This is an optimization exercise on Yosys and OpenROAD, whose aim is small area, a short achievable clock period and few clock cycles per item, not a production implementation.
Only simulation tests tie the RTL to the original design; equivalence was not proved.
Power figures rest on the tool's default switching activity, not on a simulated workload.

==> flow/design.v (outline; a module is shown in full before it is edited, if it fits) <==
// module issbc_ctrl: 210 lines
// module issbc_dp: 182 lines
// module issbc_csa: 468 lines
// module issbc_rowcfg: 28 lines
// module issbc_ycon: 43 lines
// module issbc_kfix: 20 lines
// module issbc_add41: 256 lines
// module issbc_add32: 203 lines
// module issbc_add18: 99 lines
// module issbc_add17: 94 lines
// module imu_sample_scale_bias_calibrate: 88 lines
module imu_sample_scale_bias_calibrate
(
  input  wire logic             clk,
  input  wire logic             rst_n,
  input  wire logic             cfg_we,
  input  wire logic [1:0]       cfg_index,
  input  wire logic [CNT_W-1:0] cfg_data,
  input  wire logic             in_valid,
  output logic                  in_ready,
  input  wire logic             in_mode,
  input  wire logic [7:0]       in_x_low_byte,
  input  wire logic [7:0]       in_x_high_byte,
  input  wire logic [7:0]       in_y_low_byte,
  input  wire logic [7:0]       in_y_high_byte,
  input  wire logic [7:0]       in_z_low_byte,
  input  wire logic [7:0]       in_z_high_byte,
  output logic                  out_valid,
  input  wire logic             out_ready,
  output logic                  out_source_kind,
  output logic signed [24:0]    out_x_value,
  output logic signed [24:0]    out_y_value,
  output logic signed [24:0]    out_z_value
);
  // ...
==> flow/run.sh <==
#!/bin/bash
# synth_recipe.tcl (not shown) runs the flow's synth.tcl, then flattens the netlist and writes it again
# the make line also repeats each setting of config.mk as NAME=value (left out here)
make -C /OpenROAD-flow-scripts/flow DESIGN_CONFIG=/design/flow/config.mk WORK_HOME=/design/flow/orfs CLKGATE_MAP_FILE= SYNTH_SCRIPT=/design/flow/synth_recipe.tcl finish
==> flow/config.mk <==
export PLATFORM = sky130hd
export DESIGN_NAME = imu_sample_scale_bias_calibrate
export DESIGN_NICKNAME = imu_sample_scale_bias_calibrate
export VERILOG_FILES = /design/flow/design.v
export SDC_FILE = /design/flow/constraint.sdc
export NUM_CORES = 4
export LEC_CHECK = 0
export CAP_MARGIN = 20
export CORE_MARGIN = 2
export CORE_UTILIZATION = 45
export CTS_BUF_LIST = sky130_fd_sc_hd__clkbuf_8
export CTS_CLUSTER_SIZE = 24
export SETUP_SLACK_MARGIN = 5
export SLEW_MARGIN = 20
==> flow/constraint.sdc <==
create_clock -name core_clock -period 9.0 [get_ports {clk}]
set_input_delay 1.8000 -clock core_clock [delete_from_list [all_inputs] [get_ports {clk}]]
set_output_delay 1.8000 -clock core_clock [all_outputs]
set_load 0.01 [all_outputs]
==> results.ini, run 1 <==
[synth]
yosysMostFrequentCell=inv_1
synth_top_family_by_area=adder cells
yosysSeqAreaShare_pct=32.2
synthDistinctLibCells=95
netlist_instances=7161
synth_nets=8288

[min_path]
hold_path_depth=0

[setup_path]
crit_buf_inv=3
reg2regPathDepth=9
start_kind=register
crit_cells=9
cpPeakStageDelay_ns=0.51
worstPathCellList=bufinv_8, buf_16, nor2_1, a21o_1, fa_1, fa_1, inv_1, fa_1, fa_1
reg2reg_from=u_ctrl.g0n_r

[power_and_ir_drop]
pg_clk_mw=4.33
power.density_nw_per_um2=154

[placement]
dp_slack_ns=3.28
hpwl_um=204000
gp_congestion=1.03

[cells_and_area]
finalNonFillerCells=9559
final_common_cell=inv_1
clock_area_share_pct=4.48
nNonClkBuffers=364
fin_nets=8488
fin_area_um2=79900
multi_input_gates=5178
multi_input_area_um2=44300

[clock_network]
clockBufferDepth=3
cts_tree=built
cts_buffers=170

[grt]
antenna_found_initial=17
grt_pass1_vias=55600
grt_use_met1_pct=45.5
grt_pass1_wl_um=393000

[status]
status=complete, no violations

[sta]
max_freq_mhz=249
skew_ns=0.0583
fin_ws_ns=4.98
relSlewSlack_pct=16.6
fin_tns_setup_ns=0

[floorplan]
die_y_um=399

[route]
drt_iter0_drc=6735
vias_per_cell=6.00

Testbench counts, summed over its fixed seeds: cycles 2,736, items 2,400.
==> run 2, diff against run 1 <==
--- a/flow/config.mk
+++ b/flow/config.mk
@@ -12,3 +12,4 @@
 export CTS_CLUSTER_SIZE = 24
 export SETUP_SLACK_MARGIN = 5
 export SLEW_MARGIN = 20
+export TNS_END_PERCENT = 10
==> run 2 against run 1 <==
Net effect:
- still clean on timing, DRC and antenna
- core utilization down 0.50 points
- sequential share of layout area increased by 0.26 points
- worst setup slack got worse by 0.27 ns
- combinational power barely moved
- non-clock buffer count is 39 lower
- register-to-register slack got worse by 0.27 ns
- largest cell class unchanged
- largest power group unchanged
==> results.ini, run 2 <==
[setup_path]
arrival_ns=5.11
r2r_end=u_z.k_r[19]
crit_path_start=u_ctrl.state_r[3]
worstPathCellList=nand2b_4, or3b_2, buf_4, nor2_1, nor2_1, nor2_2, buf_4, nor2_1, buf_4, nand2_1, a221oi_1, o21ai_0, o21a_1
reg2reg_from=u_ctrl.state_r[3]
endpoint=u_z.k_r[19]
cpPeakStageDelay_ns=0.58  ; +0.07 ns
reg2regPathDepth=13  ; +4
start_kind=register
rrSetupSlack_ns=4.71
required_ns=9.82
crit_cells=13  ; +4
end_kind=register
cp_top_family=simple AND/OR/NAND/NOR gates
crit_fanout=19
critPathKind=reg2reg
crit_buf_inv=3  ; unchanged
slowest_stage=nand2_1

[cells_and_area]
multi_input_area_um2=44100  ; -0.49%
fillers=14300
layout-drive-gt1-share_pct=8.24
area_growth_pct=12.7
final_cell_mix=800 x inv_1, 680 x nand2_1, 530 x ha_1
regArea_um2=22700
fin_nets=8442  ; -0.54%
fin_area_um2=79200  ; -0.97%
final_common_cell=inv_1

[floorplan]
die-area_um2=159000
die_x_um=399
die_y_um=399  ; unchanged
core_area_um2=155000
rows=144
initial_core_util_pct=45.4
ios=150

[synth]
yosys_warnings=12
synth_edf_count=497
synth_largest_area_cell=edfxtp_1
synthFlopType=edfxtp_1
synth_seq_cells=883
synthArstFlopShare_pct=0
synth_nets=8288  ; unchanged
netlist_instances=7161  ; unchanged
syn_avg_cell_area_um2=9.81
synth_top_area_share_pct=21.2
syn_area_um2=70200
yosysSeqAreaShare_pct=32.2  ; unchanged
synth_area_leaders=edfxtp_1 21%, fa_1 15%, dfxtp_1 11%
synthTopCellsByCount=757 x inv_1, 692 x nand2_1, 533 x ha_1, 522 x fa_1, 497 x edfxtp_1
yosysMostFrequentCell=inv_1
synthDistinctLibCells=95  ; unchanged

[sta]
rsz0062_at_grt=yes
relSlewSlack_pct=18.3  ; +1.7 points
setup_viol_count_final=0
hold_violations=0
slew_viol_final=0
whs_ns=0.417
fin_crit_sh_pct=47.6
fin_tns_setup_ns=0  ; unchanged
max_freq_mhz=233  ; -6.3%
fin_crit_ns=4.29
skew_ns=0.0703  ; +0.0120 ns
fin_ws_ns=4.71  ; -0.271 ns
worstMarginPinSlew_ns=1.21

[power_and_ir_drop]
fin_total_pwr_mw=12.2
ir_drop_v=0.000112
power.density_nw_per_um2=155  ; +0.41%
p_leak_nw=33.0

[grt]
grt_max_degree=126
grt_util_all_layers_pct=34.3
antenna_found_initial=20  ; +3
grt_pass1_vias=55100  ; -1.0%
grt_pass1_wl_um=394000  ; +0.20%
grt-ovfl-total=0

[route]
drt_wl_total_um=276000
vias=56600
drt-wirelength-per-cell_um=29.1
drc=0
drt-pass1-iter-count=8
postRouteAntennaNets=0
vias_per_cell=5.95  ; -0.90%
drt_iter0_drc=5698  ; -15%

[placement]
portBuffers=149
post_dp_cell_area_um2=74100
gp_congestion=0.996  ; -3.6%
hpwl_um=209000  ; +2.7%
dp_slack_ns=2.70  ; -0.577 ns

[clock_network]
clockBufferDepth=3  ; unchanged
htreeDepth=4
clk_pin_slew_worst_paths_ns=0.06
clock-root-buffer=clkbuf_8
holdBufCountCts=0
clock_latency_ns=0.96
clock_sinks=883
cts_tree=built
cts_buffers=164  ; -3.5%

[min_path]
min_path_type=reg2reg

[status]
status=complete, no violations

[flow_run]
cap_violations=0

-- run 2: changes by cell type in the layout (fill, tap and decap cells not counted), moves of 4 or more --
cell	delta
fa_1	+10
diode_2	+6
fa_2	-10
o21ai_0	+11
xor2_1	+4
bufbuf_16	-4
o21ai_1	-10
inv_12	+4
a21oi_2	-6
clkbuf_8	-10
a21oi_1	+8
dfxtp_1	+5
buf_4	-26
-- run 2: kinds of logic (layout without fill, tap and decap cells) --
| logic type | Yosys count | after routing | synth area share [%] |
|---|---|---|---|
| AOI/OAI and AO/OA | 1396 | 1397 | 12.8 |
| xor gates and xnor gates | 467 | 467 | 5.82 |
| adders and majority gates | 1055 | 1055 | 24.4 |
| buffers and inverters | 1102 | 1393 | 5.95 |
| DFF | 883 | 883 | 32.2 |
| muxes | 453 | 453 | 6.50 |
| other | 0 | 14 | 0 |
| and+or+nand+nor | 1805 | 1805 | 12.3 |
-- run 2: cell type report --
class | instances | share of cell area, %
timing repair buffer | 325 | 4.23
clock buffer | 183 | 3.18
clock inverter | 121 | 1.28
sequential | 883 | 28.7
antenna | 14 | 0.0443
tap | 2044 | 3.23
inverter | 764 | 3.69
multi-input combinational | 5177 | 55.7
-- run 2: report_power, final --
part           internal [mW]  switching (mW)
logic                   1.22            1.92
registers               4.58           0.230
clock network           2.31            1.98
total                   8.11            4.13
-- run 2: layer usage --
metal	GRT usage [%]	part of all wire, %	wire length (um)	vias up
li1	-	-	-	25000
met1	46.9	42	116000	28200
met2	51.5	43	119000	2686
met3	7.56	9.3	25600	677
met4	16.7	5.6	15600	8
met5	0.393	0.029	81	-
-- run 2: through the flow --
stage          utilization [%]  cells
5_1_grt                   51.2   9502
3_5_place_dp              48.0   9139
2_1_floorplan                -   7161
6_report                  51.2   9511
3_3_place_gp              48.0   9139
4_1_cts                   50.8   9475
-- run 2: worst min-delay path by stage --
stage           startpoint        end  slack, ns  cells after the start
2_1_floorplan  u_ctrl.g1_r  u_ctrl.ok       0.40                      0
3_3_place_gp   u_ctrl.g1_r  u_ctrl.ok       0.41                      0
3_5_place_dp   u_ctrl.g1_r  u_ctrl.ok       0.41                      0
4_1_cts        u_ctrl.g1_r  u_ctrl.ok       0.42                      0
5_1_grt        u_ctrl.g1_r  u_ctrl.ok       0.44                      0
6_report       u_ctrl.g1_r  u_ctrl.ok       0.42                      0
-- run 2: repair_timing --
| action | in CTS | in global routing |
|---|---|---|
| pin swaps | 5 | 8 |
| gates cloned | 3 | 6 |
| setup buffers | 29 | 14 |
| resized for setup | 114 | 83 |
| setup endpoints to repair | 346 | 221 |
==> run 3, diff against run 2 <==
--- a/flow/config.mk
+++ b/flow/config.mk
@@ -9,7 +9,7 @@
 export CORE_MARGIN = 2
 export CORE_UTILIZATION = 45
 export CTS_BUF_LIST = sky130_fd_sc_hd__clkbuf_8
-export CTS_CLUSTER_SIZE = 24
+export CTS_CLUSTER_DIAMETER = 100
+export CTS_CLUSTER_SIZE = 12
 export SETUP_SLACK_MARGIN = 5
 export SLEW_MARGIN = 20
-export TNS_END_PERCENT = 10
==> run 3 against run 2 <==
Net effect:
- worst setup slack better by 0.26 ns
- die area unchanged
- sequential cell count did not move
- worst hold slack improved by 0.0056 ns
- clock power decreased by about 40%
- combinational power is essentially flat
- sequential power hardly changed
- final cell count is 1.1% lower
- synthesized cell count unchanged
- global-route usage shrank 0.39 points
- sequential share of layout area is 0.44 points higher
- critical path type unchanged
==> results.ini, run 3 <==
[status]
status=complete, no violations

[sta]
skew_ns=0.0751  ; +0.00480 ns
whs_ns=0.423  ; +0.00561 ns
relSlewSlack_pct=15.8  ; -2.5 points
slew_viol_final=0  ; unchanged
hold_violations=0  ; unchanged
setup_viol_count_final=0  ; unchanged
fin_crit_ns=4.03  ; -0.258 ns
fin_tns_setup_ns=0  ; unchanged
worstMarginPinSlew_ns=1.25  ; +0.0365 ns
fin_crit_sh_pct=44.8  ; -2.9 points
rsz0062_at_grt=yes
max_freq_mhz=248  ; +6.4%

[floorplan]
core_area_um2=155000  ; unchanged
die-area_um2=159000  ; unchanged
die_x_um=399  ; unchanged
rows=144  ; unchanged
ios=150  ; unchanged
die_y_um=399  ; unchanged
initial_core_util_pct=45.4  ; unchanged

[route]
drt-pass1-iter-count=7  ; -1
vias=56900  ; +0.56%
postRouteAntennaNets=0  ; unchanged
drc=0  ; unchanged
drt-wirelength-per-cell_um=29.3  ; +0.66%
drt_iter0_drc=6726  ; +18%
drt_wl_total_um=275000  ; -0.43%
vias_per_cell=6.05  ; +1.7%

[grt]
antenna_found_initial=19  ; -5.0%
grt_max_degree=119  ; -5.6%
grt-ovfl-total=0  ; unchanged
grt_util_all_layers_pct=34.0  ; -0.39 points
grt_pass1_wl_um=390000  ; -0.78%
grt_pass1_vias=55000  ; -0.17%

[synth]
post_synth_fa_ha_maj_area_fraction_pct=24.4  ; unchanged
syn_area_um2=70200  ; unchanged
synthDistinctLibCells=95  ; unchanged
synth_nets=8288  ; unchanged
synth_top_family_by_area=adder cells
synthFlopType=edfxtp_1
synthMuxAreaShare_pct=6.50  ; unchanged
synth-compound-area-share_pct=12.8  ; unchanged
synth_area_leaders=edfxtp_1 21%, fa_1 15%, dfxtp_1 11%
synth_seq_cells=883  ; unchanged
synth_largest_area_cell=edfxtp_1
yosys_warnings=12  ; unchanged
synthArstFlopShare_pct=0  ; unchanged
synth-simple-area-share_pct=12.3  ; unchanged
synth_edf_count=497  ; unchanged
yosysMostFrequentCell=inv_1
synth_xor_area_share_pct=5.82  ; unchanged
synthTopCellsByCount=757 x inv_1, 692 x nand2_1, 533 x ha_1, 522 x fa_1, 497 x edfxtp_1
yosysSeqAreaShare_pct=32.2  ; unchanged
netlist_instances=7161  ; unchanged
synth_top_area_share_pct=21.2  ; unchanged
syn_avg_cell_area_um2=9.81  ; unchanged

[setup_path]
critPathKind=reg2reg
slowest_stage=dfxtp_4
worstPathCellList=buf_8, buf_4, nand2_8, buf_12, xnor2_1, ha_1, o21ai_0, a21oi_2, o21ai_2, a211oi_2, buf_4, a21oi_4, o32a_1, a31o_2, and2_1, o21ai_0, o31a_1
start_kind=register
crit_buf_inv=4  ; +1
cp_top_family=compound AO/OA/AOI/OAI gates
arrival_ns=4.79  ; -0.32 ns
required_ns=9.76  ; -0.06 ns
end_kind=register
crit_fanout=12  ; -7
cpPeakStageDelay_ns=0.40  ; -0.18 ns

[cells_and_area]
fin_area_um2=78000  ; -1.5%
fin_nets=8405  ; -0.44%
area_growth_pct=11.0
finalNonFillerCells=9408  ; -1.1%
regArea_um2=22700  ; about the same
layout-drive-gt1-share_pct=7.81  ; -0.43 points
final_cell_mix=804 x inv_1, 679 x nand2_1, 529 x ha_1
final_common_cell=inv_1
multi_input_area_um2=44400  ; +0.65%
fillers=14400  ; +0.85%

[clock_network]
clock_latency_ns=0.91  ; -0.05 ns
clock_sinks=883  ; unchanged
clk_pin_slew_worst_paths_ns=0.10  ; +0.04 ns
cts_tree=built
htreeDepth=3  ; -1
clock-root-buffer=clkbuf_8
clockBufferDepth=3  ; unchanged
cts_buffers=84  ; -49%

[power_and_ir_drop]
pwr-share-seq_pct=45.6  ; +6.3 points
internal_power_mw=6.77  ; -17%
p_leak_nw=32.3  ; -2.0%
p_comb_share_pct=30.1  ; +4.4 points
p_sw_mw=3.76  ; -8.9%
clockPowerShare_pct=24.3  ; -11 points
ir_drop_v=0.000111  ; -0.93%
power.density_nw_per_um2=135  ; -13%
switching_share_pct=35.7  ; +2.0 points

[min_path]
min_path_type=reg2reg

[placement]
gp_congestion=1.03  ; +3.8%
portBuffers=149  ; unchanged
post_dp_cell_area_um2=74200  ; about the same
hpwl_um=204000  ; -2.6%
dp_cells=9133  ; -0.066%

[flow_run]
cap_violations=0  ; unchanged

## run 3: cell count changes in the layout (fill, tap and decap cells not counted), moves of 13 or more
cell       delta
clkbuf_8     -94
buf_4        +28
clkinv_2     -20
clkinv_1     -17
o21ai_0      -17
o21ai_1      +15
bufinv_16    -13
## run 3: logic make-up after synthesis
group,Yosys count
fa+ha+maj,1055
buf+inv,1102
mux,453
compound gates,1396
simple gates,1805
xor+xnor,467
flops,883
## run 3: worst paths after layout
| check | start | end | slack [ns] | depth (start not counted) |
|---|---|---|---|---|
| hold reg to reg | u_ctrl.g1_r | u_ctrl.ok | 0.42 | 0 |
| setup reg to reg | u_ctrl.load_r | u_y.sum_r[31] | 4.97 | 17 |
| hold / removal | u_ctrl.g1_r | u_ctrl.ok | 0.42 | 0 |
| setup / recovery | u_ctrl.load_r | u_y.sum_r[31] | 4.97 | 17 |
## run 3: power by group through the flow
stage | Clock, mW | Sequential (mW) | Combinational (mW)
after floorplan | 0 | 4.75 | 1.98
after global placement | 0 | 4.88 | 2.95
after detailed placement | 0 | 4.88 | 3.00
after CTS | 2.61 | 4.79 | 3.08
after global routing | 2.72 | 4.79 | 3.51
final | 2.56 | 4.79 | 3.17
## run 3: cell type report
type / instances / area share, %
antenna: 17 / 0.0546
tap: 2044 / 3.28
inverter: 764 / 3.76
multi-input combinational: 5178 / 56.9
sequential: 883 / 29.1
timing repair inverter: 1 / 0.0144
clock inverter: 66 / 0.380
timing repair buffer: 366 / 4.94
clock buffer: 89 / 1.57
## run 3: stage by stage
stage	util (%)	power, mW	setup slack (ns)
4_1_cts	49.6	10.5	4.91
3_5_place_dp	48.0	7.88	3.28
2_1_floorplan	-	6.73	4.36
5_1_grt	50.4	11.0	4.86
3_3_place_gp	48.0	7.83	3.30
6_report	50.4	10.5	4.97
## run 3: worst register-to-register path: stages (launching register included)
cell and delay (ns):
dfxtp_4 0.40, buf_8 0.15, buf_4 0.16, nand2_8 0.14, buf_12 0.22, xnor2_1 0.14
ha_1 0.34, o21ai_0 0.27, a21oi_2 0.08, o21ai_2 0.20, a211oi_2 0.10, buf_4 0.17
a21oi_4 0.27, o32a_1 0.36, a31o_2 0.23, and2_1 0.24, o21ai_0 0.13, o31a_1 0.31
## run 3: what timing repair did
item,4_1_cts,5_1_grt
pin swaps,9,41
buffers inserted,39,46
resized for setup,118,147
cloned,8,10
endpoints found under the setup margin,391,195
hold buffers,0,0
## run 3: routing by layer
| metal | vias to the layer above | part of all wire, % | global-route usage [%] | routed length (um) |
|---|---|---|---|---|
| li1 | 24900 | - | - | - |
| met1 | 28200 | 40 | 45.6 | 111000 |
| met2 | 3058 | 42 | 50.3 | 117000 |
| met3 | 726 | 11 | 8.29 | 29100 |
| met4 | 16 | 6.5 | 18.7 | 17800 |
| met5 | - | 0.051 | 0 | 141 |
==> run 4, diff against run 3 <==
--- a/flow/config.mk
+++ b/flow/config.mk
@@ -8,8 +8,8 @@
 export CAP_MARGIN = 20
 export CORE_MARGIN = 2
 export CORE_UTILIZATION = 45
-export CTS_BUF_LIST = sky130_fd_sc_hd__clkbuf_8
-export CTS_CLUSTER_DIAMETER = 100
-export CTS_CLUSTER_SIZE = 12
+export CTS_BUF_LIST = sky130_fd_sc_hd__clkbuf_16
+export CTS_CLUSTER_DIAMETER = 150
+export CTS_CLUSTER_SIZE = 20
 export SETUP_SLACK_MARGIN = 5
 export SLEW_MARGIN = 20
==> run 4 against run 3 <==
Net effect:
- clock skew shrank 0.018 ns
- register-to-register slack better by 0.06 ns
- sequential power is essentially flat
- power is 0.36% higher
- core utilization is 0.073 points lower
- worst hold slack improved by 0.0059 ns
- die area stayed put
- clock-buffer cell count is 38 lower
- first-iteration DRC count decreased by 2.2%
==> results.ini, run 4 <==
[route]
vias_per_cell=6.06  ; +0.15%
drt-wirelength-per-cell_um=29.3  ; +0.14%
drt_wl_total_um=273000  ; -0.69%
drt_iter0_drc=6576  ; -2.2%
vias=56500  ; -0.68%
drc=0  ; unchanged
drt-pass1-iter-count=7  ; unchanged
postRouteAntennaNets=0  ; unchanged

[synth]
yosysSeqAreaShare_pct=32.2  ; unchanged
yosys_warnings=12  ; unchanged
synthArstFlopShare_pct=0  ; unchanged
synth_nets=8288  ; unchanged
synth_seq_cells=883  ; unchanged
syn_avg_cell_area_um2=9.81  ; unchanged
netlist_instances=7161  ; unchanged
yosysMostFrequentCell=inv_1
synth_top_area_share_pct=21.2  ; unchanged
synthFlopType=edfxtp_1
synthDistinctLibCells=95  ; unchanged
syn_area_um2=70200  ; unchanged
synthTopCellsByCount=757 x inv_1, 692 x nand2_1, 533 x ha_1, 522 x fa_1, 497 x edfxtp_1
synth_largest_area_cell=edfxtp_1
synth_edf_count=497  ; unchanged
synth_area_leaders=edfxtp_1 21%, fa_1 15%, dfxtp_1 11%

[sta]
fin_ws_ns=5.03  ; +0.0593 ns
max_freq_mhz=252  ; +1.5%
skew_ns=0.0573  ; -0.0177 ns
worstMarginPinSlew_ns=1.25  ; +0.000135 ns
fin_crit_sh_pct=44.1  ; -0.66 points
fin_tns_setup_ns=0  ; unchanged
setup_viol_count_final=0  ; unchanged
rsz0062_at_grt=yes
relSlewSlack_pct=15.8  ; about the same
fin_crit_ns=3.97  ; -0.0593 ns
slew_viol_final=0  ; unchanged
hold_violations=0  ; unchanged

[setup_path]
arrival_ns=4.65  ; -0.14 ns
reg2reg_from=u_ctrl.load_r
end_kind=register
crit_cells=17  ; unchanged
start_kind=register
worstPathCellList=buf_4, buf_12, buf_16, nand2_8, buf_12, xnor2_1, ha_1, or4_4, o211ai_1, o211ai_1, buf_4, a21oi_4, o21ai_4, a31o_4, o41a_1, o32ai_2, o21a_1
required_ns=9.68  ; -0.08 ns
crit_path_start=u_ctrl.load_r
cpPeakStageDelay_ns=0.55  ; +0.15 ns
crit_buf_inv=5  ; +1
slowest_stage=or4_4
crit_fanout=8  ; -4
reg2regPathDepth=17  ; unchanged
critPathKind=reg2reg
cp_top_family=compound AO/OA/AOI/OAI gates

[placement]
gp_congestion=1.03  ; unchanged
dp_slack_ns=3.28  ; unchanged
portBuffers=149  ; unchanged
hpwl_um=204000  ; unchanged

[cells_and_area]
final_cell_mix=784 x inv_1, 680 x nand2_1, 529 x ha_1
area_growth_pct=10.9
fin_nets=8364  ; -0.49%
final_common_cell=inv_1
layout-drive-gt1-share_pct=7.24  ; -0.57 points
finish.utilization_pct=50.4  ; -0.073 points

[floorplan]
rows=144  ; unchanged
ios=150  ; unchanged
core_area_um2=155000  ; unchanged
die-area_um2=159000  ; unchanged
die_x_um=399  ; unchanged
initial_core_util_pct=45.4  ; unchanged
die_y_um=399  ; unchanged

[grt]
grt_pass1_vias=54800  ; -0.39%
grt_pass1_wl_um=391000  ; +0.13%
grt_max_degree=119  ; unchanged
grt-ovfl-total=0  ; unchanged
antenna_found_initial=17  ; -2
grt_util_all_layers_pct=33.9  ; about the same

[power_and_ir_drop]
power.density_nw_per_um2=136  ; +0.51%
ir_drop_v=0.000179  ; +62%
p_leak_nw=32.2  ; -0.34%

[clock_network]
clk_pin_slew_worst_paths_ns=0.11  ; about the same
cts_buffers=50  ; -40%
clockBufferDepth=3  ; unchanged
clock-root-buffer=clkbuf_16
clock_latency_ns=0.75  ; -0.16 ns
cts_tree=built
htreeDepth=2  ; -1
clock_sinks=883  ; unchanged

[status]
status=complete, no violations

[min_path]
hold_path_depth=0  ; unchanged
min_path_type=reg2reg
hold_path_startpoint=u_ctrl.g1_r

[flow_run]
cap_violations=0  ; unchanged

[run 4: repair_timing]
| action | 4_1_cts | 5_1_grt |
|---|---|---|
| hold buffers | 0 | 0 |
| pin swaps | 12 | 35 |
| gates cloned | 13 | 3 |
| gates resized for setup | 133 | 136 |
| setup buffers | 50 | 30 |
| endpoints found under the setup margin | 395 | 297 |
[run 4: logic make-up (layout without fill, tap and decap cells)]
kind of cell | Yosys count | in the layout | synth area share [%]
flip-flops | 883 | 883 | 32.2
XOR/XNOR | 467 | 467 | 5.82
buffers and inverters | 1102 | 1218 | 5.95
multiplexers | 453 | 453 | 6.50
AND/OR/NAND/NOR | 1805 | 1805 | 12.3
AO/OA/AOI/OAI | 1396 | 1398 | 12.8
other | 0 | 7 | 0
adder cells (fa/ha/maj) | 1055 | 1055 | 24.4
[run 4: final cells by class]
type / instances / area [um^2]
sequential: 883 / 22700
timing repair buffer: 360 / 3780
tap: 2044 / 2560
clock inverter: 43 / 209
antenna: 7 / 17.5
multi-input combinational: 5178 / 44400
fill: 14400 / 76700
inverter: 764 / 2920
clock buffer: 51 / 1280
[run 4: per-stage QoR]
step | hold WS [ns] | cells | area (um^2) | total power [mW]
after floorplan | 0.400 | 7161 | 70400 | 6.73
after global placement | 0.407 | 9132 | 74100 | 7.83
after detailed placement | 0.405 | 9133 | 74200 | 7.88
after CTS | 0.429 | 9290 | 77000 | 10.5
after global routing | 0.467 | 9325 | 77900 | 11.1
final | 0.429 | 9330 | 77900 | 10.6
[run 4: worst reg2reg max path, stage by stage (launching register included)]
cell and delay, ns:
dfxtp_4 0.43, buf_4 0.15, buf_12 0.11, buf_16 0.13
nand2_8 0.08, buf_12 0.17, xnor2_1 0.15, ha_1 0.24
or4_4 0.55, o211ai_1 0.24, o211ai_1 0.12, buf_4 0.18
a21oi_4 0.16, o21ai_4 0.09, a31o_4 0.26, o41a_1 0.44
o32ai_2 0.29, o21a_1 0.13
[run 4: final timing paths]
path	endpoint	slack [ns]
setup / recovery	u_z.sum_r[31]	5.03
hold / removal	u_ctrl.ok	0.43
setup reg to reg	u_z.sum_r[31]	5.03
hold reg to reg	u_ctrl.ok	0.43
[run 4: per-layer routing]
metal / global-route usage (%) / part of all wire (%)
met2: 50.1 / 42
met1: 45.6 / 40
met4: 19.4 / 7.0
met3: 8.01 / 11
met5: 0 / 0.026
[run 4: power breakdown]
group	internal (mW)	switching, mW
clock	1.06	1.54
combinational	1.25	1.91
sequential	4.57	0.231

re-timing with driven ports:
The results above use ideal ports. As a check the final layouts listed here were re-extracted and re-timed, cells and wires unchanged.
Step 1 sets driving cells, clkbuf_16 on the clock port and buf_2 on the other inputs (assumed; they add their load-dependent delay and slew).
Step 2, shift: input delay + t, output delay - t, t = (earliest + latest rising clock arrival at the registers) / 2. This alone moves slack from input paths to output paths.
a / b / c = ideal / step 1 / step 2; a / b = the first two.
run	t, ns	setup slack, ns	hold slack, ns	clock arrival spread, ns	worst slew at a driven data input, ns
run 1	1.035	4.983 / 4.983 / 4.102	0.424 / 0.424 / 0.424	0.063 / 0.062	0.07
run 2	1.016	4.712 / 4.712 / 3.912	0.417 / 0.417 / 0.417	0.079 / 0.079	0.09
run 3	0.953	4.970 / 4.970 / 4.202	0.423 / 0.423 / 0.423	0.076 / 0.076	0.07
run 4	0.800	5.029 / 5.030 / 4.366	0.429 / 0.429 / 0.429	0.063 / 0.063	0.07
After both steps every run listed still meets setup and hold. The setup slack of run 1, which loses most, moves by 0.000 ns with the drivers and by -0.881 ns with both steps.
